This design comes from an exercise in tuning for small area on the open sky130 flow, not from production work.
At most, simulation tests tie the RTL to the original design; equivalence was not proved.
Power figures rest on the tool's default switching activity, not on a simulated workload.

==> module colour_classifier, before the edit <==
module colour_classifier #(
	parameter int RUN_LEN = 5
) (
	input  logic        clk,
	input  logic        fire_i,
	input  logic [25:0] beat_i,
	output logic [1:0]  colour_o
);
	logic [7:0] r, g, b;
	logic [8:0] d_rg, d_rb, d_gb;   
	logic [1:0] raw;
	logic [1:0] prev;      
	logic [2:0] run;       
	logic       same;
	logic       is_red, is_green, is_blue;
	assign r = beat_i[25:18];
	assign g = beat_i[17:10];
	assign b = beat_i[9:2];
	assign d_rg = video_pkg::diff8(r, g);
	assign d_rb = video_pkg::diff8(r, b);
	assign d_gb = video_pkg::diff8(g, b);
	assign is_red   = video_pkg::ge9c(d_rg, 9'd287) & video_pkg::ge9c(d_rb, 9'd287);
	assign is_green = video_pkg::ge9c(d_gb, 9'd267) & ~video_pkg::ge9c(d_rg, 9'd226);
	assign is_blue  = ~video_pkg::ge9c(d_gb, 9'd276) & ~d_rb[8];
	always_comb begin
		if (is_red) begin
			raw = video_pkg::RED;
		end else if (is_green) begin
			raw = video_pkg::GREEN;
		end else if (is_blue) begin
			raw = video_pkg::BLUE;
		end else begin
			raw = video_pkg::NONE;
		end
	end
	assign same     = (prev == raw);
	assign colour_o = (same && run[2]) ? raw : video_pkg::NONE;
	always_ff @(posedge clk) begin
		if (fire_i) begin
			if (beat_i[1]) begin
				prev <= video_pkg::NONE;   
			end else begin
				prev <= raw;
			end
			if (!same) begin
				run <= '0;
			end else if (!run[2]) begin
				run <= run + 3'd1;
			end
		end
	end
endmodule
==> module overlay_mixer, before the edit <==
module overlay_mixer (
	input  logic [25:0] beat_i,
	input  logic [9:0]  pixel_x_i,
	input  logic        is_video_i,
	input  logic [1:0]  colour_i,
	input  logic [62:0] boxes_i,        
	input  logic        overlay_en_i,
	input  logic [71:0] box_col_i,      
	output logic [25:0] beat_o
);
	logic [23:0] pix;
	logic [23:0] new_pix;
	logic [7:0]  grey;
	logic [20:0] bx;
	assign pix  = beat_i[25:2];
	logic [6:0] rb;
	logic       c1, c2;
	always_comb begin
		c1 = 1'b0;
		for (int i = 0; i < 6; i++) begin
			rb[i] = pix[18 + i] ^ pix[2 + i] ^ c1;
			c1    = (pix[18 + i] & pix[2 + i]) | (pix[18 + i] & c1) | (pix[2 + i] & c1);
		end
		rb[6] = c1;
		c2 = 1'b0;
		for (int i = 0; i < 7; i++) begin
			grey[i] = rb[i] ^ pix[9 + i] ^ c2;
			c2      = (rb[i] & pix[9 + i]) | (rb[i] & c2) | (pix[9 + i] & c2);
		end
		grey[7] = c2;
	end
	logic [2:0]  on_box;    
	logic [2:0]  sel;       
	logic [23:0] col, hl;
	always_comb begin
		for (int c = 0; c < 3; c++) begin
			bx        = boxes_i[c*21 +: 21];
			on_box[c] = bx[20] && (bx[19:10] == pixel_x_i || bx[9:0] == pixel_x_i);
		end
		sel[0] = on_box[0];
		sel[1] = on_box[1] && !on_box[0];
		sel[2] = on_box[2] && !on_box[1] && !on_box[0];
		col = ({24{sel[0]}} & box_col_i[23:0]) | ({24{sel[1]}} & box_col_i[47:24]) | ({24{sel[2]}} & box_col_i[71:48]);
		hl  = {{8{colour_i == video_pkg::RED}}, {8{colour_i == video_pkg::GREEN}}, {8{colour_i == video_pkg::BLUE}}};
		if (|on_box)                         new_pix = col;     
		else if (colour_i != video_pkg::NONE) new_pix = hl;      
		else                                 new_pix = {grey, grey, grey};
		beat_o = beat_i;
		if (overlay_en_i && !beat_i[1] && is_video_i) beat_o[25:2] = new_pix;   
	end
endmodule
==> module imgproc_top, before the edit <==
module imgproc_top
#(
	parameter int IMAGE_W = 640,
	parameter int RUN_LEN = 5
) (
	input  logic         clk,
	input  logic         reset_n,
	input  logic [23:0]  sink_data_i,
	input  logic         sink_sop_i,
	input  logic         sink_eop_i,
	input  logic         sink_valid_i,
	output logic         sink_ready_o,
	output logic [23:0]  source_data_o,
	output logic         source_sop_o,
	output logic         source_eop_o,
	output logic         source_valid_o,
	input  logic         source_ready_i,
	input  logic         apb_psel_i,
	input  logic         apb_penable_i,
	input  logic         apb_pwrite_i,
	input  logic [7:0]   apb_paddr_i,
	input  logic [31:0]  apb_pwdata_i,
	output logic [31:0]  apb_prdata_o,
	output logic         apb_pready_o,
	output logic         apb_pslverr_o
);
	logic [25:0] sink_beat_i, source_beat_o;   
	logic [25:0] in_beat, mix_beat;
	logic        in_valid, out_ready, fire;
	logic [9:0]  pixel_x;
	logic        is_video, frame_done, overlay_en;
	logic [1:0]  colour;
	logic [62:0] boxes;     
	logic [71:0] box_col;   
	assign sink_beat_i   = {sink_data_i, sink_sop_i, sink_eop_i};
	assign source_data_o = source_beat_o[25:2];
	assign source_sop_o  = source_beat_o[1];
	assign source_eop_o  = source_beat_o[0];
	assign fire = in_valid & out_ready;   
	stream_reg in_stage (
		.clk, .reset_n,
		.valid_i(sink_valid_i), .data_i(sink_beat_i), .ready_o(sink_ready_o),
		.valid_o(in_valid), .data_o(in_beat), .ready_i(out_ready)
	);
	frame_tracker #(.IMAGE_W(IMAGE_W)) i_frame_tracker (
		.clk, .reset_n, .fire_i(fire), .beat_i(in_beat),
		.pixel_x_o(pixel_x), .is_video_o(is_video)
	);
	colour_classifier #(.RUN_LEN(RUN_LEN)) i_colour_classifier (
		.clk, .fire_i(fire), .beat_i(in_beat), .colour_o(colour)
	);
	box_tracker #(.IMAGE_W(IMAGE_W)) i_box_tracker (
		.clk, .reset_n, .fire_i(fire), .beat_i(in_beat),
		.pixel_x_i(pixel_x), .is_video_i(is_video), .colour_i(colour),
		.boxes_o(boxes), .frame_done_o(frame_done)
	);
	overlay_mixer i_overlay_mixer (
		.beat_i(in_beat), .pixel_x_i(pixel_x), .is_video_i(is_video),
		.colour_i(colour), .boxes_i(boxes), .overlay_en_i(overlay_en),
		.box_col_i(box_col), .beat_o(mix_beat)
	);
	stream_reg out_stage (
		.clk, .reset_n,
		.valid_i(in_valid), .data_i(mix_beat), .ready_o(out_ready),
		.valid_o(source_valid_o), .data_o(source_beat_o), .ready_i(source_ready_i)
	);
	apb_regs i_apb_regs (
		.clk, .reset_n,
		.psel_i(apb_psel_i), .penable_i(apb_penable_i), .pwrite_i(apb_pwrite_i),
		.paddr_i(apb_paddr_i), .pwdata_i(apb_pwdata_i),
		.prdata_o(apb_prdata_o), .pready_o(apb_pready_o), .pslverr_o(apb_pslverr_o),
		.boxes_i(boxes), .frame_done_i(frame_done),
		.overlay_en_o(overlay_en), .box_col_o(box_col)
	);
endmodule
make LEC_CHECK=0 CAP_MARGIN=20 CORE_MARGIN=2 CORE_UTILIZATION=40 SLEW_MARGIN=20 finish   # period 5.0 ns
run.sh (not shown) runs the stock make flow with config.mk's settings and CLKGATE_MAP_FILE= SYNTH_SCRIPT=/design/flow/synth_recipe.tcl, a recipe that flattens the netlist after the stock synthesis.
The first run finished but fails on setup timing.
Rerun with:
--- a/flow/design.v
+++ b/flow/design.v
@@ -116,39 +116,44 @@
 module colour_classifier #(
 	parameter int RUN_LEN = 5
 ) (
 	input  logic        clk,
+	input  logic        load_i,         
+	input  logic [23:0] sink_data_i,
 	input  logic        fire_i,
-	input  logic [25:0] beat_i,
+	input  logic [25:0] beat_i,         
 	output logic [1:0]  colour_o
 );
 	logic [7:0] r, g, b;
 	logic [8:0] d_rg, d_rb, d_gb;   
-	logic [1:0] raw;
+	logic [1:0] raw_in, raw;   
 	logic [1:0] prev;      
 	logic [2:0] run;       
 	logic       same;
 	logic       is_red, is_green, is_blue;
-	assign r = beat_i[25:18];
-	assign g = beat_i[17:10];
-	assign b = beat_i[9:2];
+	assign r = sink_data_i[23:16];
+	assign g = sink_data_i[15:8];
+	assign b = sink_data_i[7:0];
 	assign d_rg = video_pkg::diff8(r, g);
 	assign d_rb = video_pkg::diff8(r, b);
 	assign d_gb = video_pkg::diff8(g, b);
 	assign is_red   = video_pkg::ge9c(d_rg, 9'd287) & video_pkg::ge9c(d_rb, 9'd287);
 	assign is_green = video_pkg::ge9c(d_gb, 9'd267) & ~video_pkg::ge9c(d_rg, 9'd226);
 	assign is_blue  = ~video_pkg::ge9c(d_gb, 9'd276) & ~d_rb[8];
 	always_comb begin
 		if (is_red) begin
-			raw = video_pkg::RED;
+			raw_in = video_pkg::RED;
 		end else if (is_green) begin
-			raw = video_pkg::GREEN;
+			raw_in = video_pkg::GREEN;
 		end else if (is_blue) begin
-			raw = video_pkg::BLUE;
+			raw_in = video_pkg::BLUE;
 		end else begin
-			raw = video_pkg::NONE;
+			raw_in = video_pkg::NONE;
 		end
 	end
+	always_ff @(posedge clk) begin
+		if (load_i) raw <= raw_in;
+	end
 	assign same     = (prev == raw);
 	assign colour_o = (same && run[2]) ? raw : video_pkg::NONE;
 	always_ff @(posedge clk) begin
 		if (fire_i) begin
@@ -238,23 +243,24 @@
 	logic [23:0] new_pix;
 	logic [7:0]  grey;
 	logic [20:0] bx;
 	assign pix  = beat_i[25:2];
-	logic [6:0] rb;
-	logic       c1, c2;
+	logic [6:0] cs_s, cs_c;
+	logic       cy;
 	always_comb begin
-		c1 = 1'b0;
-		for (int i = 0; i < 6; i++) begin
-			rb[i] = pix[18 + i] ^ pix[2 + i] ^ c1;
-			c1    = (pix[18 + i] & pix[2 + i]) | (pix[18 + i] & c1) | (pix[2 + i] & c1);
-		end
-		rb[6] = c1;
-		c2 = 1'b0;
 		for (int i = 0; i < 7; i++) begin
-			grey[i] = rb[i] ^ pix[9 + i] ^ c2;
-			c2      = (rb[i] & pix[9 + i]) | (rb[i] & c2) | (pix[9 + i] & c2);
+			cs_s[i] = (i < 6 ? pix[18 + i] : 1'b0) ^ (i < 6 ? pix[2 + i] : 1'b0) ^ pix[9 + i];
+			cs_c[i] = ((i < 6 ? pix[18 + i] : 1'b0) & (i < 6 ? pix[2 + i] : 1'b0))
+			        | ((i < 6 ? pix[18 + i] : 1'b0) & pix[9 + i])
+			        | ((i < 6 ? pix[2 + i] : 1'b0) & pix[9 + i]);
+		end
+		grey[0] = cs_s[0];
+		cy = 1'b0;
+		for (int i = 1; i < 7; i++) begin
+			grey[i] = cs_s[i] ^ cs_c[i-1] ^ cy;
+			cy      = (cs_s[i] & cs_c[i-1]) | (cs_s[i] & cy) | (cs_c[i-1] & cy);
 		end
-		grey[7] = c2;
+		grey[7] = cs_c[6] ^ cy;
 	end
 	logic [2:0]  on_box;    
 	logic [2:0]  sel;       
 	logic [23:0] col, hl;
@@ -401,9 +407,10 @@
 		.clk, .reset_n, .fire_i(fire), .beat_i(in_beat),
 		.pixel_x_o(pixel_x), .is_video_o(is_video)
 	);
 	colour_classifier #(.RUN_LEN(RUN_LEN)) i_colour_classifier (
-		.clk, .fire_i(fire), .beat_i(in_beat), .colour_o(colour)
+		.clk, .load_i(sink_ready_o), .sink_data_i, .fire_i(fire), .beat_i(in_beat),
+		.colour_o(colour)
 	);
 	box_tracker #(.IMAGE_W(IMAGE_W)) i_box_tracker (
 		.clk, .reset_n, .fire_i(fire), .beat_i(in_beat),
 		.pixel_x_i(pixel_x), .is_video_i(is_video), .colour_i(colour),
Effect:
- The new run produced a clean layout
- power rises by about 0.4%
- worst setup slack improved by 0.48 ns
- design area shrinks by 8.0%
- register-to-register slack gains 1.4 ns
- clock-buffer cell count came out higher by 2
- wire length is lower by 4.5%
- critical path depth fell by 7
- flip-flop and latch count went up by 2
- synthesized cell count is lower by about 2.8%
- non-clock buffer count fell by 55
- clock skew hardly moves
- hold slack loses 0.022 ns
- sequential share of layout area rises by 3.3 points
Function not checked in the first run of this note: the RTL went through the layout flow alone.

[re-timing with driven ports]
Ports are ideal in the flow. The routed layouts listed here were re-timed in OpenROAD. Step 1: set_driving_cell puts a clkbuf_16 on clk and a buf_2 on each other input, an assumption about the parent block. Step 2, shift: input delay + t, output delay - t, t = (earliest + latest rising clock arrival at the registers) / 2. This alone moves slack from input paths to output paths. Three values: ideal ports, drivers, drivers and shift; two values: the first two.
run	t (ns)	setup slack, ns	latest minus earliest clock arrival (ns)	worst register clock-pin slew, ns	worst slew at a driven data input, ns
the first run	0.571	-0.320 / -0.320 / -0.320	0.020 / 0.020	0.06 / 0.06	0.08
the second run	0.567	0.163 / 0.155 / -0.377	0.021 / 0.021	0.06 / 0.06	0.04
Met with ideal ports but missed after step 2: setup timing in the second run. The setup slack of the second run, which loses most, moves by -0.008 ns with the drivers and by -0.540 ns with both steps.
